Context: an optimization exercise on an open-source flow, tuned for small area. The choices shown serve that exercise and are no tape-out recipe.
The RTL was checked by simulation tests, not by an equivalence proof against the original design.
Power is estimated from default activity; no workload was simulated.

==> exp/ember <==
// pipeline_id_operand
module pipeline_id_operand #(
  parameter int XLEN  = 32,
  parameter int NREG  = 32,
  parameter int CNT_W = 32
) (
  input  logic             clk,
  input  logic             rst,
  input  logic [4:0]       id_rs1,
  input  logic [4:0]       id_rs2,
  input  logic [4:0]       ex_rd,
  input  logic             ex_reg_write,
  input  logic [4:0]       mem_rd,
  input  logic             mem_reg_write,
  input  logic [1:0]       mem_memtoreg,
  input  logic [XLEN-1:0]  mem_alu_res,
  input  logic [XLEN-1:0]  mem_pc,
  input  logic [4:0]       wb_rd,
  input  logic             wb_reg_write,
  input  logic [XLEN-1:0]  wb_data,
  output logic [XLEN-1:0]  rs1_data,
  output logic [XLEN-1:0]  rs2_data,
  output logic             stall,
  output logic [CNT_W-1:0] stall_cnt,
  input  logic [4:0]       dbg_addr,
  output logic [XLEN-1:0]  dbg_data
);
  logic [XLEN-1:0]  regs     [1:NREG-1];
  logic [XLEN-1:0]  regs_nxt [1:NREG-1];
  logic [XLEN-1:0]  wdata;
  logic [XLEN-1:0]  mem_fwd_value;
  logic [4:0]       src_idx  [2];
  logic [32:0]      sel      [2];
  logic [32:0][XLEN-1:0] slot [2];
  logic [30:0]      sel_dbg;
  logic [30:0][XLEN-1:0] slot_dbg;
  logic [XLEN-1:0]  rd       [3];
  logic             src_hold [2];
  logic [CNT_W-1:0] stall_cnt_reg;
  logic [XLEN-1:0] wdata_n;
  assign wdata_n = ~(rst ? '0 : wb_data);
  for (genvar b = 0; b < XLEN; b++) begin : g_wd
    rf_inv u_drv (.a(wdata_n[b]), .y(wdata[b]));
  end
  for (genvar i = 1; i < NREG; i++) begin : g_ent
    logic ld_n, hold_n, ld, hold;
    assign ld_n   = ~(rst | (wb_reg_write && (wb_rd == 5'(i))));
    assign hold_n = ~ld_n;
    rf_inv u_ld   (.a(ld_n),   .y(ld));
    rf_inv u_hold (.a(hold_n), .y(hold));
    for (genvar b = 0; b < XLEN; b++) begin : g_bit
      rf_next u_nxt (
        .ld   (ld),
        .hold (hold),
        .d    (wdata[b]),
        .q    (regs[i][b]),
        .y    (regs_nxt[i][b])
      );
    end
  end
  always_ff @(posedge clk) begin
    for (int i = 1; i < NREG; i++) regs[i] <= regs_nxt[i];
  end
  assign src_idx[0] = id_rs1;
  assign src_idx[1] = id_rs2;
  assign mem_fwd_value = mem_memtoreg[1] ? pipeline_id_operand_pkg::pc_plus4(mem_pc)
                                         : mem_alu_res;
  for (genvar gi = 0; gi < 2; gi++) begin : g_src
  ...
Settings: LEC_CHECK=0, CAP_MARGIN=20, CELL_PAD_IN_SITES_DETAIL_PLACEMENT=1, CELL_PAD_IN_SITES_GLOBAL_PLACEMENT=1, CORE_MARGIN=2, CORE_UTILIZATION=45, GPL_TIMING_DRIVEN=0, PLACE_DENSITY=0.65, SETUP_SLACK_MARGIN=0.2, SLEW_MARGIN=20, SYNTH_HIERARCHICAL=1; clock period 8.0 ns.
standard.sh (not shown) runs the stock make flow with config.mk's settings and CLKGATE_MAP_FILE= SYNTH_SCRIPT=/design/flow/synth_recipe.tcl, a recipe that flattens the netlist after the stock synthesis.
==> flow/flow/run.sh <==
#!/bin/bash
# Layout flow: the standard synthesis (standard.sh synth), then the
# standard ORFS steps from floorplan to the final layout with the same
# settings, except for how buffers are chosen (design, constraints,
# floorplan, power grid and tap cells are the standard flow's):
#  - port buffers use the smallest buffer, buf_1;
#  - repair_design may not use the very large buffers (buf_6 and up), so
#    high-fanout nets get smaller buffers;
#  - before repair_design, minimum inverters become inv_2 (same area), see
#    flow/pre_resize.tcl;
#  - CTS uses clkbuf_4 with 8-sink clusters and no dummy loads.
# Each step's full output is logged in the folder this runs in (ORFS's own
# per-step logs are under orfs/logs/).
set -euo pipefail
here=$(pwd)

bash standard.sh synth > run_synth.log 2>&1

cat > "$here/run_config.mk" <<EOC
include $here/config.mk
export DONT_USE_CELLS += sky130_fd_sc_hd__buf_6 sky130_fd_sc_hd__buf_8 sky130_fd_sc_hd__buf_12 sky130_fd_sc_hd__buf_16 sky130_fd_sc_hd__bufbuf_8 sky130_fd_sc_hd__bufbuf_16 sky130_fd_sc_hd__bufinv_8 sky130_fd_sc_hd__bufinv_16
export PRE_RESIZE_TCL = $here/flow/pre_resize.tcl
export BUFFER_PORTS_ARGS = -buffer_cell sky130_fd_sc_hd__buf_1
export CTS_ARGS = -sink_clustering_enable -repair_clock_nets -dont_use_dummy_load -buf_list sky130_fd_sc_hd__clkbuf_4 -sink_clustering_size 8 -sink_clustering_max_diameter 40
EOC
sed -e "s|DESIGN_CONFIG=[^ ]*|DESIGN_CONFIG=$here/run_config.mk|" standard.sh > run_standard.sh

bash run_standard.sh > run_layout.log 2>&1
==> flow/flow/pre_resize.tcl <==
# Before repair_design: give every minimum inverter the double-strength
# inverter of the same footprint and area (sky130 inv_1 and inv_2 are both
# 3.75 um2). The design drives each high-fanout line (entry load/hold lines,
# write-data columns, read selects) from such an inverter, and inv_2 meets
# their slew limits without the buffers repair_design would otherwise add.
set n 0
foreach inst [[ord::get_db_block] getInsts] {
  if {[[$inst getMaster] getName] eq "sky130_fd_sc_hd__inv_1"} {
    replace_cell [get_cells [$inst getName]] sky130_fd_sc_hd__inv_2
    incr n
  }
}
puts "pre_resize: $n inv_1 -> inv_2"
==> inputs of exp/willow, as changes to exp/ember <==
--- a/flow/flow/run.sh
+++ b/flow/flow/run.sh
@@ -10,2 +10,3 @@
 #    flow/pre_resize.tcl;
+#  - global routing reserves more of met1/met2, see flow/pre_grt.tcl;
 #  - CTS uses clkbuf_4 with 8-sink clusters and no dummy loads.
@@ -22,2 +23,3 @@
 export PRE_RESIZE_TCL = $here/flow/pre_resize.tcl
+export PRE_GLOBAL_ROUTE_TCL = $here/flow/pre_grt.tcl
 export BUFFER_PORTS_ARGS = -buffer_cell sky130_fd_sc_hd__buf_1
==> flow/flow/pre_grt.tcl (new file) <==
# Before global routing: reserve more of met1 and met2 (the pin-access
# layers, which the global router otherwise fills to ~65%) so that more
# routes go to met3/met4; the platform script sets 0.2 on every layer.
set_global_routing_layer_adjustment met1 0.45
set_global_routing_layer_adjustment met2 0.35
puts "pre_grt: met1 0.45, met2 0.35"
==> run notes <==
Sequential share of cell area: exp/ember 40.72%; exp/willow 40.62%
Final cycle utilization of the critical path: exp/ember 97.51%; exp/willow 97.85%
Wl on met1: exp/ember 96,740 um; exp/willow 93,050 um
Met1 usage in global routing: exp/ember 63.65%; exp/willow 73.76%
Antenna Diode Count: exp/ember 17; exp/willow 31
Number of cells on the critical path: exp/ember 11; exp/willow 12
Met3 usage: exp/ember 20.14%; exp/willow 47.51%
Setup slack of the most critical reg-to-reg path: exp/ember 5.24 ns; exp/willow 5.25 ns
Routed via count: exp/ember 54,070; exp/willow 53,736
Status: exp/ember complete, no violations; exp/willow complete, no violations
Cell type of the slowest stage on the worst timing path: exp/ember sky130_fd_sc_hd__clkinv_2; exp/willow sky130_fd_sc_hd__inv_2
Finished layout cell area: exp/ember 50,340 um2; exp/willow 50,460 um2
Share of post-route cells with drive strength above 1: exp/ember 9.475%; exp/willow 9.537%
Leakage power: exp/ember 18.87 nW; exp/willow 18.88 nW

[port drivers added, routing unchanged]
How much do the figures lean on ideal ports? The routed layouts below were timed once more, with nothing changed but the port constraints. Step 1 sets driving cells, clkbuf_16 on the clock port and buf_2 on the other inputs (assumed; they add their load-dependent delay and slew). Step 2 moves the port delays by t, midway between the first and last clock arrival at a register: inputs arrive t later, outputs are due t later. That takes back most of the time a late clock gives input paths. a / b / c = ideal / step 1 / step 2; a / b = the first two.
run	shift t [ns]	slack for setup (ns)	worst slew at a driven data input, ns
exp/ember	1.218	0.199 / 0.172 / 0.172	0.11
exp/willow	1.212	0.172 / 0.151 / 0.151	0.11
After both steps setup and hold are still met in every run listed. The setup slack of exp/ember, which loses most, moves by -0.027 ns with the drivers and by -0.027 ns with both steps.
